From an optimization exercise on the open Yosys and OpenROAD flow, aimed at small area, a short achievable clock period and few clock cycles; shortcuts taken in it are not production practice.
In this exercise RTL edits were held to simulation tests only and were not proved equivalent to the original.
The flow treats the clock pin as an ideal source. Dropping or thinning the clock tree relies on that and would not hold on a real chip.
Power figures rest on the tool's default switching activity, not on a simulated workload.

==> build 43 <==
==> flow/design.v (excerpt) <==
module mem_loop_top
#(
  parameter int DATA_WIDTH  = 32,
  parameter int BURST_LEN   = 4,
  parameter int ADDR_WIDTH  = 6,
  parameter int FIFO_DEPTH  = 16,
  parameter int READ_LAT    = 2,
  parameter int INIT_CYCLES = 32
) (
  input  logic                  clk0_tb,
  input  logic                  locked,
  input  logic                  in_valid,
  input  logic [DATA_WIDTH-1:0] in_data,
  output logic                  in_ready,
  output logic                  out_valid,
  output logic [DATA_WIDTH-1:0] out_data,
  input  logic                  out_ready,
  output logic                  init_done
);
  localparam int NS    = 8;                   
  localparam int GROUP = 8;                   
  localparam int PW    = $clog2(GROUP);
  localparam int REVS  = INIT_CYCLES / GROUP;
  localparam int RW    = $clog2(REVS);
  localparam int AW    = $clog2(NS + 1);
  logic [DATA_WIDTH-1:0] slot [0:NS-1];
  logic [NS-1:0]         v;          
  logic [PW-1:0]         in_pos;     
  logic [RW-1:0]         rev;        
  logic [AW-1:0]         avail;      
  logic                  init_nxt;
  logic                  in_take;
  logic                  group_in;   
  logic                  out_free;   
  logic                  gate;       
  logic                  to_out;
  logic [NS-1:0]         load;       
  logic [NS-1:0]         v_nxt;
  assign init_nxt = init_done || ((in_pos == PW'(GROUP - 1)) && (rev == RW'(REVS - 1)));
  assign in_take  = in_valid && in_ready;
  assign group_in = in_take && (in_pos == PW'(GROUP - 1));
  assign out_free = !out_valid || out_ready;
  ...
==> module mem_loop_top, before the edit <==
module mem_loop_top
#(
  parameter int DATA_WIDTH  = 32,
  parameter int BURST_LEN   = 4,
  parameter int ADDR_WIDTH  = 6,
  parameter int FIFO_DEPTH  = 16,
  parameter int READ_LAT    = 2,
  parameter int INIT_CYCLES = 32
) (
  input  logic                  clk0_tb,
  input  logic                  locked,
  input  logic                  in_valid,
  input  logic [DATA_WIDTH-1:0] in_data,
  output logic                  in_ready,
  output logic                  out_valid,
  output logic [DATA_WIDTH-1:0] out_data,
  input  logic                  out_ready,
  output logic                  init_done
);
  localparam int NS    = 8;                   
  localparam int GROUP = 8;                   
  localparam int PW    = $clog2(GROUP);
  localparam int REVS  = INIT_CYCLES / GROUP;
  localparam int RW    = $clog2(REVS);
  localparam int AW    = $clog2(NS + 1);
  logic [DATA_WIDTH-1:0] slot [0:NS-1];
  logic [NS-1:0]         v;          
  logic [PW-1:0]         in_pos;     
  logic [RW-1:0]         rev;        
  logic [AW-1:0]         avail;      
  logic                  init_nxt;
  logic                  in_take;
  logic                  group_in;   
  logic                  out_free;   
  logic                  gate;       
  logic                  to_out;
  logic [NS-1:0]         load;       
  logic [NS-1:0]         v_nxt;
  assign init_nxt = init_done || ((in_pos == PW'(GROUP - 1)) && (rev == RW'(REVS - 1)));
  assign in_take  = in_valid && in_ready;
  assign group_in = in_take && (in_pos == PW'(GROUP - 1));
  assign out_free = !out_valid || out_ready;
  assign gate     = ((avail != '0) || group_in) && out_free;
  assign to_out   = v[NS-1] && gate;
  always_comb begin
    load[NS-1] = !v[NS-1] || gate;
    for (int i = NS - 2; i >= 1; i--) begin
      load[i] = !v[i] || load[i+1];
    end
    load[0] = !v[0];
  end
  always_comb begin
    v_nxt[0] = (v[0] || in_take) && !load[1];
    v_nxt[1] = load[1] ? (v[0] || in_take) : v[1];
    for (int i = 2; i < NS; i++) begin
      v_nxt[i] = load[i] ? v[i-1] : v[i];
    end
  end
  always_ff @(posedge clk0_tb or negedge locked) begin
    if (!locked) begin
      v         <= '0;
      in_pos    <= '0;
      rev       <= '0;
      avail     <= '0;
      in_ready  <= 1'b0;
      out_valid <= 1'b0;
      init_done <= 1'b0;
    end else begin
      v         <= v_nxt;
      init_done <= init_nxt;
      if (in_take || !init_done) begin
        in_pos <= in_pos + 1'b1;
      end
      if (!init_done && (in_pos == PW'(GROUP - 1))) begin
        rev <= rev + 1'b1;
      end
      avail     <= avail + (group_in ? AW'(GROUP) : '0) - AW'(to_out);
      in_ready  <= init_nxt && !v_nxt[0];
      out_valid <= (out_valid && !out_ready) || to_out;
    end
  end
  always_ff @(posedge clk0_tb) begin
    if (load[0]) begin
      slot[0] <= in_data;
    end
    if (load[1]) begin
      slot[1] <= v[0] ? slot[0] : in_data;
    end
    for (int i = 2; i < NS; i++) begin
      if (load[i]) begin
        slot[i] <= slot[i-1];
      end
    end
    if (out_free) begin
      out_data <= slot[NS-1];
    end
  end
endmodule
==> flow/config.mk <==
export PLATFORM = sky130hd
export DESIGN_NAME = mem_loop_top
export DESIGN_NICKNAME = mem_loop_top
export VERILOG_FILES = /design/flow/design.v
export SDC_FILE = /design/flow/constraint.sdc
export NUM_CORES = 4
export LEC_CHECK = 0
export ABC_CLOCK_PERIOD_IN_PS = 2500
export CAP_MARGIN = 20
export CORE_MARGIN = 2
export CORE_UTILIZATION = 70
export PLACE_DENSITY = 0.8
export SLEW_MARGIN = 20
export SYNTH_MEMORY_MAX_BITS = 16384
==> flow/constraint.sdc <==
create_clock -name core_clock -period 8.0 [get_ports {clk0_tb}]
set_input_delay 1.6000 -clock core_clock [delete_from_list [all_inputs] [get_ports {clk0_tb}]]
set_output_delay 1.6000 -clock core_clock [all_outputs]
set_load 0.01 [all_outputs]
standard.sh (not shown) runs the stock make flow with config.mk's settings and CLKGATE_MAP_FILE= SYNTH_SCRIPT=/design/flow/synth_recipe.tcl, a recipe that flattens the netlist after the stock synthesis.
==> flow/flow/run.sh <==
#!/bin/bash
set -euo pipefail
cd "$(dirname "$0")/.."
export SETUP_SLACK_MARGIN=5.5
export BUFFER_PORTS_ARGS="-buffer_cell sky130_fd_sc_hd__buf_2"
export CTS_ARGS="-sink_clustering_enable -sink_clustering_size 30 -sink_clustering_max_diameter 120 -repair_clock_nets -dont_use_dummy_load"
export POST_GLOBAL_PLACE_TCL="$PWD/flow/inbuf.tcl"
export POST_CTS_TCL="$PWD/flow/bypass_root.tcl"
bash standard.sh > standard.log 2>&1
==> flow/flow/bypass_root.tcl <==
proc bypass_clock_root {} {
  set block [ord::get_db_block]
  set port_net [$block findNet clk0_tb]
  set loads [$port_net getITerms]
  if {[llength $loads] != 1} { puts "BYPASS: port feeds [llength $loads] pins, skipped"; return }
  set root [[lindex $loads 0] getInst]
  set out_net ""
  foreach it [$root getITerms] {
    if {[$it isOutputSignal]} { set out_net [$it getNet] }
  }
  set sinks {}
  foreach it [$out_net getITerms] { if {[$it getInst] != $root} { lappend sinks $it } }
  if {[llength $sinks] > 4} { puts "BYPASS: root feeds [llength $sinks] pins, skipped"; return }
  foreach it $sinks { $it disconnect; $it connect $port_net }
  puts "BYPASS: removed [$root getName], port now feeds [llength $sinks] pins"
  odb::dbInst_destroy $root
  odb::dbNet_destroy $out_net
}

bypass_clock_root
estimate_parasitics -placement
==> flow/flow/inbuf.tcl <==
# in_data port buffers as buf_1: each drives only the 8 buffer entries.
proc shrink_input_buffers {} {
  set db [ord::get_db]
  set block [ord::get_db_block]
  set m [$db findMaster sky130_fd_sc_hd__buf_1]
  set n 0
  foreach bt [$block getBTerms] {
    if {[$bt getIoType] ne "INPUT"} { continue }
    set net [$bt getNet]
    if {$net eq "NULL" || ![string match "in_data*" [$bt getName]]} { continue }
    foreach it [$net getITerms] {
      set inst [$it getInst]
      if {[[$inst getMaster] getName] eq "sky130_fd_sc_hd__buf_2"} {
        $inst swapMaster $m
        incr n
      }
    }
  }
  puts "shrink_input_buffers: $n input buffers now buf_1"
}
shrink_input_buffers
==> build 21: changes against build 43 <==
--- a/flow/design.v
+++ b/flow/design.v
@@ -94,7 +94,11 @@
       if (!init_done && (in_pos == PW'(GROUP - 1))) begin
         rev <= rev + 1'b1;
       end
-      avail     <= avail + (group_in ? AW'(GROUP) : '0) - AW'(to_out);
+      if (group_in) begin
+        avail <= to_out ? AW'(GROUP - 1) : AW'(GROUP);
+      end else if (to_out) begin
+        avail <= avail - 1'b1;
+      end
       in_ready  <= init_nxt && !v_nxt[0];
       out_valid <= (out_valid && !out_ready) || to_out;
     end
CORE_UTILIZATION = 45   (was 70)
PLACE_DENSITY = 0.55   (was 0.8)
==> build 34: changes against build 43 <==
--- a/flow/design.v
+++ b/flow/design.v
@@ -94,7 +94,11 @@
       if (!init_done && (in_pos == PW'(GROUP - 1))) begin
         rev <= rev + 1'b1;
       end
-      avail     <= avail + (group_in ? AW'(GROUP) : '0) - AW'(to_out);
+      if (group_in) begin
+        avail <= to_out ? AW'(GROUP - 1) : AW'(GROUP);
+      end else if (to_out) begin
+        avail <= avail - 1'b1;
+      end
       in_ready  <= init_nxt && !v_nxt[0];
       out_valid <= (out_valid && !out_ready) || to_out;
     end
==> flow/flow/run.sh (replaced) <==
#!/bin/bash
set -euo pipefail
cd "$(dirname "$0")/.."
export SETUP_SLACK_MARGIN=5.5
export BUFFER_PORTS_ARGS="-buffer_cell sky130_fd_sc_hd__buf_2"
export CTS_ARGS="-sink_clustering_enable -sink_clustering_size 20 -sink_clustering_max_diameter 80 -repair_clock_nets -dont_use_dummy_load"
export POST_GLOBAL_PLACE_TCL="$PWD/flow/inbuf.tcl"
export POST_CTS_TCL="$PWD/flow/bypass_root.tcl"
bash standard.sh > standard.log 2>&1
CORE_UTILIZATION = 55   (was 70)
PLACE_DENSITY = 0.65   (was 0.8)
==> comparison <==
In build 21 the core utilization is lower than in build 34, by 12 points.
In build 34 the synthesized area is higher than in build 43, by about 0.9%.
Of build 21 and build 34, build 34 has the higher clock power (gap 15%, measured against build 34).
Between build 21 and build 34, the lower via count is in build 21 (gap about 3%, measured against build 34).
Against build 21, the setup slack of build 34 is better by 0.027 ns.
Build 21 completed without violations. Build 43 died in 5_1_grt. Build 34 produced a clean layout.
Routed wire length is about the same in build 21 and build 34.
In build 34 the combinational power is smaller than in build 21, by about 2%.
Against build 34, the sequential share of layout area of build 21 is higher by 0.60 points.
==> figures <==
metric                                                                                                    build 43    build 21    build 34
Outcome                                                                                             did not finish  timing/DRC/antenna clean  timing/DRC/antenna clean
Stage where the flow stopped                                                                               5_1_grt           -           -
P_leak                                                                                                           -  0.00399 µW  0.00406 µW
Worst setup skew after layout                                                                                    -   0.0651 ns   0.0371 ns
Total net switching power                                                                                        -      841 µW      868 µW
Post-layout minimum cycle time                                                                                   -     2.59 ns     2.56 ns
Number of vias after detailed routing                                                                            -        3468        3582
Antenna diodes                                                                                                   -           0           0
Area of the die                                                                                                  -   22800 µm²   18700 µm²
Total Nets Final                                                                                                 -         552         560
Worst setup timing slack at the placement stage                                                            4.11 ns     4.31 ns     4.29 ns
Slowest-stage cell, CP                                                                                           -       buf_6     o21ai_4
Seq. pwr                                                                                                         -     2550 µW     2560 µW
Most common cell after layout, fill and taps aside                                                               -    edfxtp_1    edfxtp_1
Internal power contribution                                                                                      -     2910 µW     3010 µW
Sequential fraction of the synthesis area                                                                    91.7%       90.9%       90.9%
Arithmetic-cell share of the synthesized area counting full adders, half adders and majority gates          0.858%      0.644%      0.644%
Transition time of the tightest slew-check pin                                                                   -    0.527 ns    0.632 ns
Testbench counts of build 43, summed over its fixed seeds: cycles 7,339.
Testbench counts of build 21, summed over its fixed seeds: cycles 7,339.
Testbench counts of build 34, summed over its fixed seeds: cycles 7,339.

-- port drivers added, routing unchanged --
In the flow no input, the clock included, has a driving cell. The finished layouts below were timed again as built, in two steps. Step 1 sets driving cells, clkbuf_16 on the clock port and buf_2 on the other inputs (assumed; they add their load-dependent delay and slew). Step 2 adds t to the input delays and takes it off the output delays; t is the mean of the earliest and latest rising clock arrival at the registers after step 1. Input paths then give back, and output paths get back, about the clock's delay inside the block. a / b / c = no drivers / after step 1 / after step 2; a / b = the first two.
| run | t, ns | setup WS [ns] | hold WS [ns] | slew at the worst register clock pin (ns) |
|---|---|---|---|---|
| build 21 | 0.377 | 5.411 / 5.427 / 5.050 | 0.367 / 0.367 / 0.367 | 0.11 / 0.11 |
| build 34 | 0.403 | 5.438 / 5.419 / 5.048 | 0.389 / 0.389 / 0.389 | 0.08 / 0.08 |
After both steps setup and hold are still met in every run listed. For build 34, which loses most, drivers alone change the setup slack by -0.019 ns; drivers and shift together by -0.390 ns.
